Source: an optimization exercise on an open RTL-to-GDS flow (aim: small area). Production flows keep margins and buffers that such runs may drop. At most, simulation tests tie the RTL to the original design; equivalence was not proved. Power and IR drop assume default switching activity.

## beam_tx
module beam_tx (
    input  logic                          clk,
    input  logic                          rst,
    input  logic                          psel,
    input  logic                          penable,
    input  logic                          pwrite,
    input  logic [3:0]                    paddr,
    input  logic [31:0]                   pwdata,
    output logic [31:0]                   prdata,
    output logic                          pready,
    output logic                          pslverr,
    output logic [16-1:0]  tx_array,
    output logic                          scan_done
);
export LEC_CHECK = 0
export CAP_MARGIN = 20
export CORE_MARGIN = 2
export CORE_UTILIZATION = 40
export SLEW_MARGIN = 20
create_clock -name core_clock -period 8.0 [get_ports {clk}]
standard.sh (not shown) runs the stock make flow with config.mk's settings and CLKGATE_MAP_FILE= SYNTH_SCRIPT=/design/flow/synth_recipe.tcl, a recipe that flattens the netlist after the stock synthesis.
==> flow/flow/run.sh <==
#!/bin/bash
# Own layout flow: the standard flow (standard.sh) with changes that only
# affect buffer and tie cell choice:
#  - port buffers use the smallest buffer cell (buf_1) instead of the
#    default pick (clkdlybuf4s50_1);
#  - clock tree synthesis uses clkbuf_8 buffers and no dummy loads;
#  - SKIP_REPAIR_TIE_FANOUT=1: one tie cell drives all constant outputs;
#  - RECOVER_POWER=100: downsize gates off the critical paths after routing.
# make's full output goes to flow_make.log here; ORFS keeps each step's log
# under orfs/logs.
set -euo pipefail
bash standard.sh \
    "BUFFER_PORTS_ARGS=-buffer_cell sky130_fd_sc_hd__buf_1" \
    "CTS_ARGS=-sink_clustering_enable -repair_clock_nets -buf_list sky130_fd_sc_hd__clkbuf_8 -dont_use_dummy_load" \
    "SKIP_REPAIR_TIE_FANOUT=1" \
    "RECOVER_POWER=100" \
    finish > flow_make.log 2>&1
The starting point reached the layout checks and failed them: max-capacitance violations, max-slew violations.
Change:
--- a/flow/flow/run.sh
+++ b/flow/flow/run.sh
@@ -5,6 +5,5 @@
 #    default pick (clkdlybuf4s50_1);
 #  - clock tree synthesis uses clkbuf_8 buffers and no dummy loads;
-#  - SKIP_REPAIR_TIE_FANOUT=1: one tie cell drives all constant outputs;
-#  - RECOVER_POWER=100: downsize gates off the critical paths after routing.
+#  - SKIP_REPAIR_TIE_FANOUT=1 (1: one tie cell drives all constant outputs).
 # make's full output goes to flow_make.log here; ORFS keeps each step's log
 # under orfs/logs.
@@ -14,4 +13,3 @@
     "CTS_ARGS=-sink_clustering_enable -repair_clock_nets -buf_list sky130_fd_sc_hd__clkbuf_8 -dont_use_dummy_load" \
     "SKIP_REPAIR_TIE_FANOUT=1" \
-    "RECOVER_POWER=100" \
     finish > flow_make.log 2>&1
What happened: The changed run finished with timing, DRC and antenna clean. Routed wire length barely changes. Sequential share of layout area fell by 0.26 points. Synthesized cell count stays the same. Core utilization climbs by 0.30 points. Clock-buffer cell count does not change. Design area went up by about 0.7%. Total power stays flat. Via count barely changes. Final cell count is unchanged. Register-to-register slack is better by 0.36 ns.

========
Another version of the RTL of beam_tx (not shown whole).
Size: ~92 I/O pins, roughly 5200 um^2 of cells after synthesis.
Design beam_tx, start of the top module:
module beam_tx (
    input  logic                          clk,
    input  logic                          rst,
    input  logic                          psel,
    input  logic                          penable,
    input  logic                          pwrite,
    input  logic [3:0]                    paddr,
    input  logic [31:0]                   pwdata,
    output logic [31:0]                   prdata,
    output logic                          pready,
    output logic                          pslverr,
    output logic [16-1:0]  tx_array,
    output logic                          scan_done
);
export LEC_CHECK = 0
export CAP_MARGIN = 0
export CORE_MARGIN = 2
export CORE_UTILIZATION = 40
export GPL_TIMING_DRIVEN = 0
export SLEW_MARGIN = 0
create_clock -name core_clock -period 8.0 [get_ports {clk}]
==> flow/flow/run.sh <==
#!/bin/bash
# Own layout flow: the standard flow (standard.sh) with changes that only
# affect buffer and tie cell choice:
#  - port buffers use the smallest buffer cell (buf_1) instead of the
#    default pick (clkdlybuf4s50_1);
#  - clock tree synthesis uses clkbuf_8 buffers and no dummy loads;
#  - SKIP_REPAIR_TIE_FANOUT=1 (1: one tie cell drives all constant outputs).
# make's full output goes to flow_make.log here; ORFS keeps each step's log
# under orfs/logs.
set -euo pipefail
bash standard.sh \
    "BUFFER_PORTS_ARGS=-buffer_cell sky130_fd_sc_hd__buf_1" \
    "CTS_ARGS=-sink_clustering_enable -repair_clock_nets -buf_list sky130_fd_sc_hd__clkbuf_8 -dont_use_dummy_load" \
    "SKIP_REPAIR_TIE_FANOUT=1" \
    finish > flow_make.log 2>&1
The baseline passed the timing, DRC and antenna checks.
Then changed:
==> flow/flow/run.sh (replaced) <==
#!/bin/bash
# Own layout flow: the standard flow (standard.sh) with changes that only
# affect buffer and tie cell choice:
#  - port buffers use the smallest buffer cell (buf_1) instead of the
#    default pick (clkdlybuf4s50_1);
#  - clock tree synthesis uses clkbuf_4 buffers and no dummy loads;
#  - SKIP_REPAIR_TIE_FANOUT=1 (1: one tie cell drives all constant outputs).
# make's full output goes to flow_make.log here; ORFS keeps each step's log
# under orfs/logs.
set -euo pipefail
bash standard.sh \
    "BUFFER_PORTS_ARGS=-buffer_cell sky130_fd_sc_hd__buf_1" \
    "CTS_ARGS=-sink_clustering_enable -repair_clock_nets -buf_list \"sky130_fd_sc_hd__clkbuf_4 sky130_fd_sc_hd__clkbuf_8\" -dont_use_dummy_load" \
    "SKIP_REPAIR_TIE_FANOUT=1" \
    finish > flow_make.log 2>&1
Settings changed: CAP_MARGIN 0 to 20, GPL_TIMING_DRIVEN 0 to default, SLEW_MARGIN 0 to 20.
=>
- The changed run stopped in 4_1_cts on STA-0564
- area after synthesis does not change
- synthesized cell count does not change
Then changed:
==> flow/flow/run.sh (replaced) <==
#!/bin/bash
# Own layout flow: the standard flow (standard.sh) with changes that only
# affect buffer and tie cell choice:
#  - port buffers use the smallest buffer cell (buf_1) instead of the
#    default pick (clkdlybuf4s50_1);
#  - clock tree synthesis uses clkbuf_8 buffers and no dummy loads;
#  - SKIP_REPAIR_TIE_FANOUT=1 (1: one tie cell drives all constant outputs).
# make's full output goes to flow_make.log here; ORFS keeps each step's log
# under orfs/logs.
set -euo pipefail
bash standard.sh \
    "BUFFER_PORTS_ARGS=-buffer_cell sky130_fd_sc_hd__buf_1" \
    "CTS_ARGS=-repair_clock_nets -buf_list sky130_fd_sc_hd__clkbuf_8 -dont_use_dummy_load" \
    "SKIP_REPAIR_TIE_FANOUT=1" \
    finish > flow_make.log 2>&1
Result: This time the run ran to the end with no violations. Synthesized area is unchanged. Synthesized cell count is unchanged.
Then changed:
==> flow/flow/run.sh (replaced) <==
#!/bin/bash
# Own layout flow: the standard flow (standard.sh) with changes that only
# affect buffer and tie cell choice:
#  - port buffers use the smallest buffer cell (buf_1) instead of the
#    default pick (clkdlybuf4s50_1);
#  - clock tree synthesis uses clkbuf_4 buffers and no dummy loads;
#  - SKIP_REPAIR_TIE_FANOUT=1 (1: one tie cell drives all constant outputs).
# make's full output goes to flow_make.log here; ORFS keeps each step's log
# under orfs/logs.
set -euo pipefail
bash standard.sh \
    "BUFFER_PORTS_ARGS=-buffer_cell sky130_fd_sc_hd__buf_1" \
    "CTS_ARGS=-sink_clustering_enable -repair_clock_nets -buf_list {sky130_fd_sc_hd__clkbuf_4 sky130_fd_sc_hd__clkbuf_8} -dont_use_dummy_load" \
    "SKIP_REPAIR_TIE_FANOUT=1" \
    finish > flow_make.log 2>&1
=> Die area does not change. Sequential share of layout area does not change. Global-route usage is unchanged.
Then changed:
==> flow/flow/run.sh (replaced) <==
#!/bin/bash
# Own layout flow: the standard flow (standard.sh) with changes that only
# affect buffer and tie cell choice:
#  - port buffers use the smallest buffer cell (buf_1) instead of the
#    default pick (clkdlybuf4s50_1);
#  - clock tree synthesis uses clkbuf_8 buffers and no dummy loads;
#  - SKIP_REPAIR_TIE_FANOUT=1 (1: one tie cell drives all constant outputs).
# make's full output goes to flow_make.log here; ORFS keeps each step's log
# under orfs/logs.
set -euo pipefail
bash standard.sh \
    "BUFFER_PORTS_ARGS=-buffer_cell sky130_fd_sc_hd__buf_1" \
    "CTS_ARGS=-sink_clustering_enable -repair_clock_nets -buf_list sky130_fd_sc_hd__clkbuf_8 -dont_use_dummy_load" \
    "SKIP_REPAIR_TIE_FANOUT=1" \
    finish > flow_make.log 2>&1
Settings changed: CAP_MARGIN 20 to 0, SLEW_MARGIN 20 to 0.
What happened: The changed run passed the timing, DRC and antenna checks; non-clock buffer count does not change; die area does not change; final area stays flat; sequential share of layout area is about the same; routed wire length increases by 0.54%; flip-flop and latch count stays the same.

========
beam_tx, a different RTL version from the one above (not shown whole).
Size: ~610 cells after synthesis, about 84 flip-flops, roughly 92 I/O pins.
## beam_tx
module beam_tx (
    input  logic                          clk,
    input  logic                          rst,
    input  logic                          psel,
    input  logic                          penable,
    input  logic                          pwrite,
    input  logic [3:0]                    paddr,
    input  logic [31:0]                   pwdata,
    output logic [31:0]                   prdata,
    output logic                          pready,
    output logic                          pslverr,
    output logic [16-1:0]  tx_array,
    output logic                          scan_done
);
    function automatic logic [10:0] radd10(input logic [9:0] a, input logic [9:0] b, input logic ci);
        logic c;
        c = ci;
        for (int i = 0; i < 10; i++) begin
            radd10[i] = a[i] ^ b[i] ^ c;
            c = (a[i] & b[i]) | (c & (a[i] ^ b[i]));
        end
        radd10[10] = c;
    endfunction
    function automatic logic [12:0] rdec13(input logic [12:0] a);
        logic b;
        b = 1'b1;
        for (int i = 0; i < 13; i++) begin
            rdec13[i] = a[i] ^ b;
            b = b & ~a[i];
        end
    endfunction
    logic        access, wr_en;
    logic [7:0]  r_0;
  ...
export LEC_CHECK = 0
export CAP_MARGIN = 20
export CORE_MARGIN = 2
export CORE_UTILIZATION = 40
export SLEW_MARGIN = 20
create_clock -name core_clock -period 8.0 [get_ports {clk}]
==> flow/flow/run.sh <==
#!/bin/bash
# Own layout flow: the standard flow (standard.sh) with two changes that
# only affect buffer choice:
#  - port buffers use the smallest buffer cell (buf_1) instead of the
#    default pick (clkdlybuf4s50_1);
#  - clock tree synthesis uses clkbuf_8 buffers and no dummy loads.
# make's full output goes to flow_make.log here; ORFS keeps each step's log
# under orfs/logs.
set -euo pipefail
bash standard.sh \
    "BUFFER_PORTS_ARGS=-buffer_cell sky130_fd_sc_hd__buf_1" \
    "CTS_ARGS=-sink_clustering_enable -repair_clock_nets -buf_list sky130_fd_sc_hd__clkbuf_16 -sink_clustering_size 100 -sink_clustering_max_diameter 1000 -dont_use_dummy_load" \
    finish > flow_make.log 2>&1
==> next run, changes <==
--- a/flow/flow/run.sh
+++ b/flow/flow/run.sh
@@ -10,4 +10,4 @@
 bash standard.sh \
     "BUFFER_PORTS_ARGS=-buffer_cell sky130_fd_sc_hd__buf_1" \
-    "CTS_ARGS=-sink_clustering_enable -repair_clock_nets -buf_list sky130_fd_sc_hd__clkbuf_16 -sink_clustering_size 100 -sink_clustering_max_diameter 1000 -dont_use_dummy_load" \
+    "CTS_ARGS=-sink_clustering_enable -repair_clock_nets -buf_list sky130_fd_sc_hd__clkbuf_8 -dont_use_dummy_load" \
     finish > flow_make.log 2>&1
What happened:
- worst setup slack is about the same
- utilization came out lower by 0.76 points
- die area does not change
- count of clock-buffer cells in the layout is unchanged
- worst hold slack barely changes
- area after synthesis is unchanged
- final cell count is unchanged
- wire length went up by 0.53%
- power falls by 9.5%
- synthesized cell count is unchanged
- cell area came out lower by 1.7%
==> next run, changes <==
==> flow/run.sh (new file) <==
#!/bin/bash
# synth_recipe.tcl (not shown) runs the flow's synth.tcl, then flattens the netlist and writes it again
# the make line also repeats each setting of config.mk as NAME=value (left out here)
make -C /OpenROAD-flow-scripts/flow DESIGN_CONFIG=/design/flow/config.mk WORK_HOME=/design/flow/orfs CLKGATE_MAP_FILE= SYNTH_SCRIPT=/design/flow/synth_recipe.tcl finish
removed: flow/flow/run.sh
removed: flow/standard.sh
Non-clock buffer count drops by 1.
Critical path depth stays the same.
Core utilization is higher by 3.9 points.
Setup slack improved by 0.0039 ns.
Sequential cell count does not change.
Final cell count climbs by 0.73%.
Global-route usage goes up by 0.13 points.
Cell area came out higher by 8.9%.
Count of clock-buffer cells in the layout came out higher by 4.
Die area is unchanged.
No run of this note included a check of the RTL's function; only the layout flow was run.

separate check: timing with driven ports:
No port has a modelled driver above. Below, the same layouts with a new extraction and two added sets of constraints. Step 1 sets driving cells, clkbuf_16 on the clock port and buf_2 on the other inputs (assumed; they add their load-dependent delay and slew). Step 2 moves the port delays by t, midway between the first and last clock arrival at a register: inputs arrive t later, outputs are due t later. That takes back most of the time a late clock gives input paths. Three values: ideal ports, drivers, drivers and shift; two values: the first two.
| run | t (ns) | setup WS [ns] | worst setup path at the end | slew at the worst register clock pin (ns) | cell pins on the clock port's net |
|---|---|---|---|---|---|
| the first run of note 1 | 0.373 | 1.243 / 1.243 / 1.243 | register to register | 0.09 / 0.09 | 1 |
| the second run of note 1 | 0.373 | 1.608 / 1.608 / 1.608 | register to register | 0.09 / 0.09 | 1 |
| the first run of note 2 | 0.377 | 1.964 / 1.964 / 1.964 | register to register | 0.09 / 0.09 | 1 |
| the third run of note 2 | 0.375 | 1.916 / 1.916 / 1.916 | register to register | 0.09 / 0.09 | 1 |
| the fourth run of note 2 | 0.375 | 1.916 / 1.916 / 1.916 | register to register | 0.09 / 0.09 | 1 |
| the fifth run of note 2 | 0.370 | 1.840 / 1.840 / 1.840 | register to register | 0.09 / 0.09 | 1 |
| the first run of note 3 | 0.362 | 1.812 / 1.812 / 1.812 | register to register | 0.06 / 0.06 | 1 |
| the second run of note 3 | 0.382 | 1.813 / 1.813 / 1.813 | register to register | 0.08 / 0.08 | 1 |
| the third run of note 3 | 0.367 | 1.817 / 1.817 / 1.817 | register to register | 0.06 / 0.06 | 1 |
